This design comes from an exercise in tuning for small area on the open sky130 flow, not from production work. At most, simulation tests tie the RTL to the original design; equivalence was not proved. Power is estimated from default activity; no workload was simulated.

Design pmu_top, start of the top module:
module pmu_top (
    input  logic                          clk_i,
    input  logic                          rstn_i,
    input  logic [7-1:0]    s_awaddr_i,
    input  logic                          s_awvalid_i,
    output logic                          s_awready_o,
    input  logic [32-1:0]     s_wdata_i,
    input  logic [32/8-1:0]   s_wstrb_i,
    input  logic                          s_wvalid_i,
    output logic                          s_wready_o,
    output logic [1:0]                    s_bresp_o,
    output logic                          s_bvalid_o,
    input  logic                          s_bready_i,
    input  logic [7-1:0]    s_araddr_i,
    input  logic                          s_arvalid_i,
    output logic                          s_arready_o,
    output logic [32-1:0]     s_rdata_o,
    output logic [1:0]                    s_rresp_o,
    output logic                          s_rvalid_o,
    input  logic                          s_rready_i,
    input  logic [8-1:0]    events_i,
    output logic                          intr_overflow_o,
    output logic [4-1:0]       intr_mccu_o
);
==> module pmu_ao21, before the edit <==
module pmu_ao21 (
    input  logic a1,
    input  logic a2,
    input  logic b1,
    output logic x
);
    assign x = (a1 & a2) | b1;
endmodule
==> module pmu_xor2, before the edit <==
module pmu_xor2 (
    input  logic a,
    input  logic b,
    output logic x
);
    assign x = a ^ b;
endmodule
==> module pmu_mccu, before the edit <==
module pmu_mccu (
    input  logic              clk_i,
    input  logic              rstn_i,
    input  logic [7:0]        events_i,
    input  logic              mccu_en_i,
    input  logic              mccu_softrst_i,
    input  logic [3:0]        update_quota_i,
    input  logic [63:0]       weights_i,
    input  logic [3:0][31:0]  limits_i,
    output logic [3:0][31:0]  quota_o,
    output logic [3:0]        exhausted_o
);
    for (genvar c = 0; c < 4; c++) begin : g_core
        logic [7:0] wa, wb;
        logic [8:0] wab;      
        logic [8:0] ca;
        logic ea, eb, s_a, s_b, s_ab;
        logic [8:0] costn;    
        logic [8:0] dlo;
        logic [32:9] z;       
        logic bw9, sat;
        logic sel_l;
        logic [31:0] d, q, nxt;
        logic ex;
        assign wa = weights_i[16*c +: 8];
        assign wb = weights_i[16*c+8 +: 8];
        assign ca[0] = 1'b0;
        for (genvar k = 0; k < 8; k++) begin : g_add
            assign wab[k]  = wa[k] ^ wb[k] ^ ca[k];
            assign ca[k+1] = (wa[k] & wb[k]) | (ca[k] & (wa[k] ^ wb[k]));
        end
        assign wab[8] = ca[8];
        assign ea   = mccu_en_i & events_i[c];
        assign eb   = mccu_en_i & events_i[c+4];
        assign s_a  = ea & ~eb;
        assign s_b  = ~ea & eb;
        assign s_ab = ea & eb;
        for (genvar k = 0; k < 9; k++) begin : g_cost
            if (k < 8) begin : g_w
                pmu_aoi222 u_c (.a1(s_a), .a2(wa[k]), .b1(s_b), .b2(wb[k]),
                                .c1(s_ab), .c2(wab[k]), .xn(costn[k]));
            end else begin : g_top
                assign costn[k] = ~(s_ab & wab[k]);
            end
        end
        logic [8:0] p, gn;
        logic [9:0] cy;
        assign cy[0] = 1'b1;
        for (genvar k = 0; k < 9; k++) begin : g_sub
            assign p[k]  = q[k] ^ costn[k];
            assign gn[k] = q[k] & costn[k];
            pmu_ao21 u_c (.a1(p[k]), .a2(cy[k]), .b1(gn[k]), .x(cy[k+1]));
            pmu_xor2 u_s (.a(p[k]), .b(cy[k]), .x(dlo[k]));
        end
        assign bw9 = ~cy[9];
        logic g;
        assign z[9] = 1'b1;
        assign sat = bw9 & z[32];
        assign g   = bw9 & ~z[32];
        assign d[8:0] = dlo;
        for (genvar k = 9; k < 32; k++) begin : g_dec
            pmu_qdec u_dec (.zi(z[k]), .q(q[k]), .g(g), .zo(z[k+1]), .d(d[k]));
        end
        logic sel_dl, sel_dh;
        assign sel_l  = ~mccu_softrst_i & update_quota_i[c];
        assign sel_dh = ~mccu_softrst_i & ~update_quota_i[c];
        assign sel_dl = sel_dh & ~sat;
        for (genvar k = 0; k < 32; k++) begin : g_nxt
            pmu_ao22 u_sel (.a1(sel_l), .a2(limits_i[c][k]), .b1((k < 9) ? sel_dl : sel_dh), .b2(d[k]), .x(nxt[k]));
        end
        always_ff @(posedge clk_i or negedge rstn_i) begin
            if (!rstn_i) q <= '0;
            else         q <= nxt;
        end
        always_ff @(posedge clk_i or negedge rstn_i) begin
            if (!rstn_i) ex <= 1'b0;
            else         ex <= z[32] & ~|q[8:0];
        end
        assign quota_o[c]     = q;
        assign exhausted_o[c] = ex;
    end
endmodule
==> flow/config.mk <==
export PLATFORM = sky130hd
export DESIGN_NAME = pmu_top
export DESIGN_NICKNAME = pmu_top
export VERILOG_FILES = /design/flow/design.v
export SDC_FILE = /design/flow/constraint.sdc
export NUM_CORES = 4
export LEC_CHECK = 0
export CAP_MARGIN = 10
export CORE_MARGIN = 2
export CORE_UTILIZATION = 50
export CTS_BUF_LIST = sky130_fd_sc_hd__clkbuf_16
export CTS_CLUSTER_DIAMETER = 80
export CTS_CLUSTER_SIZE = 30
export SLEW_MARGIN = 10
export SYNTH_HIERARCHICAL = 1
export SYNTH_MINIMUM_KEEP_SIZE = 0
==> flow/constraint.sdc <==
create_clock -name core_clock -period 6.0 [get_ports {clk_i}]
set_input_delay 1.2000 -clock core_clock [delete_from_list [all_inputs] [get_ports {clk_i}]]
set_output_delay 1.2000 -clock core_clock [all_outputs]
set_load 0.01 [all_outputs]
standard.sh (not shown) runs the stock make flow with config.mk's settings and CLKGATE_MAP_FILE= SYNTH_SCRIPT=/design/flow/synth_recipe.tcl, a recipe that flattens the netlist after the stock synthesis.
==> flow/flow/run.sh <==
#!/bin/bash
# Standard ORFS layout (the standard.sh) with two extra settings:
#  - port buffers use the smallest buffer instead of the default choice
#  - clock tree without dummy balancing loads
# Each ORFS step writes its own log under orfs/logs; make's output goes to standard.log.
set -euo pipefail
bash standard.sh \
  "BUFFER_PORTS_ARGS=-buffer_cell sky130_fd_sc_hd__buf_1" \
  "CTS_ARGS=-sink_clustering_enable -repair_clock_nets -sink_clustering_size 30 -sink_clustering_max_diameter 80 -buf_list sky130_fd_sc_hd__clkbuf_16 -dont_use_dummy_load" \
  finish > standard.log 2>&1
Edit:
--- a/flow/design.v
+++ b/flow/design.v
@@ -83,23 +83,8 @@
 );
     assign zo = zi & ~q;
     assign d  = q ^ (g & zi);
 endmodule
-module pmu_ao21 (
-    input  logic a1,
-    input  logic a2,
-    input  logic b1,
-    output logic x
-);
-    assign x = (a1 & a2) | b1;
-endmodule
-module pmu_xor2 (
-    input  logic a,
-    input  logic b,
-    output logic x
-);
-    assign x = a ^ b;
-endmodule
 `timescale 1ns/1ns
 module pmu_regs (
     input  logic              clk_i,
     input  logic              rstn_i,
@@ -348,18 +333,12 @@
             end else begin : g_top
                 assign costn[k] = ~(s_ab & wab[k]);
             end
         end
-        logic [8:0] p, gn;
-        logic [9:0] cy;
-        assign cy[0] = 1'b1;
-        for (genvar k = 0; k < 9; k++) begin : g_sub
-            assign p[k]  = q[k] ^ costn[k];
-            assign gn[k] = q[k] & costn[k];
-            pmu_ao21 u_c (.a1(p[k]), .a2(cy[k]), .b1(gn[k]), .x(cy[k+1]));
-            pmu_xor2 u_s (.a(p[k]), .b(cy[k]), .x(dlo[k]));
-        end
-        assign bw9 = ~cy[9];
+        logic [9:0] slo;
+        assign slo = {1'b0, q[8:0]} + {1'b0, costn} + 10'd1;
+        assign dlo = slo[8:0];
+        assign bw9 = ~slo[9];
         logic g;
         assign z[9] = 1'b1;
         assign sat = bw9 & z[32];
         assign g   = bw9 & ~z[32];
Effect: Sequential cell count is unchanged. Routed wire length hardly moves. Synthesized area came out higher by 1.1%. Final cell count increases by 1.5%. Setup slack is worse by 0.0064 ns. Worst hold slack gets better by 0.0093 ns. Clock-buffer cell count stays the same. Total power grows by about 2.7%. Global-route usage is lower by 0.70 points. Combinational power goes up by 13%. Utilization falls by 0.62 points.
For the second run of this note, only the layout was checked, not whether the RTL still works.

-- port drivers added, routing unchanged --
In the flow no input, the clock included, has a driving cell. The finished layouts below were timed again as built, in two steps. Step 1: set_driving_cell puts a clkbuf_16 on clk_i and a buf_2 on each other input, an assumption about the parent block. Step 2 moves the port delays by t, midway between the first and last clock arrival at a register: inputs arrive t later, outputs are due t later. That takes back most of the time a late clock gives input paths. Three values: no drivers, after step 1, after step 2; two values: the first two.
run | t (ns) | setup WS [ns] | worst register clock-pin slew, ns | pins driven straight from the clock port
the first run | 0.664 | 0.279 / 0.279 / 0.199 | 0.11 / 0.11 | 1
the second run | 0.643 | 0.272 / 0.272 / 0.272 | 0.11 / 0.11 | 1
After both steps every run listed still meets setup and hold. For the first run, which loses most, drivers alone change the setup slack by 0.000 ns; drivers and shift together by -0.080 ns.
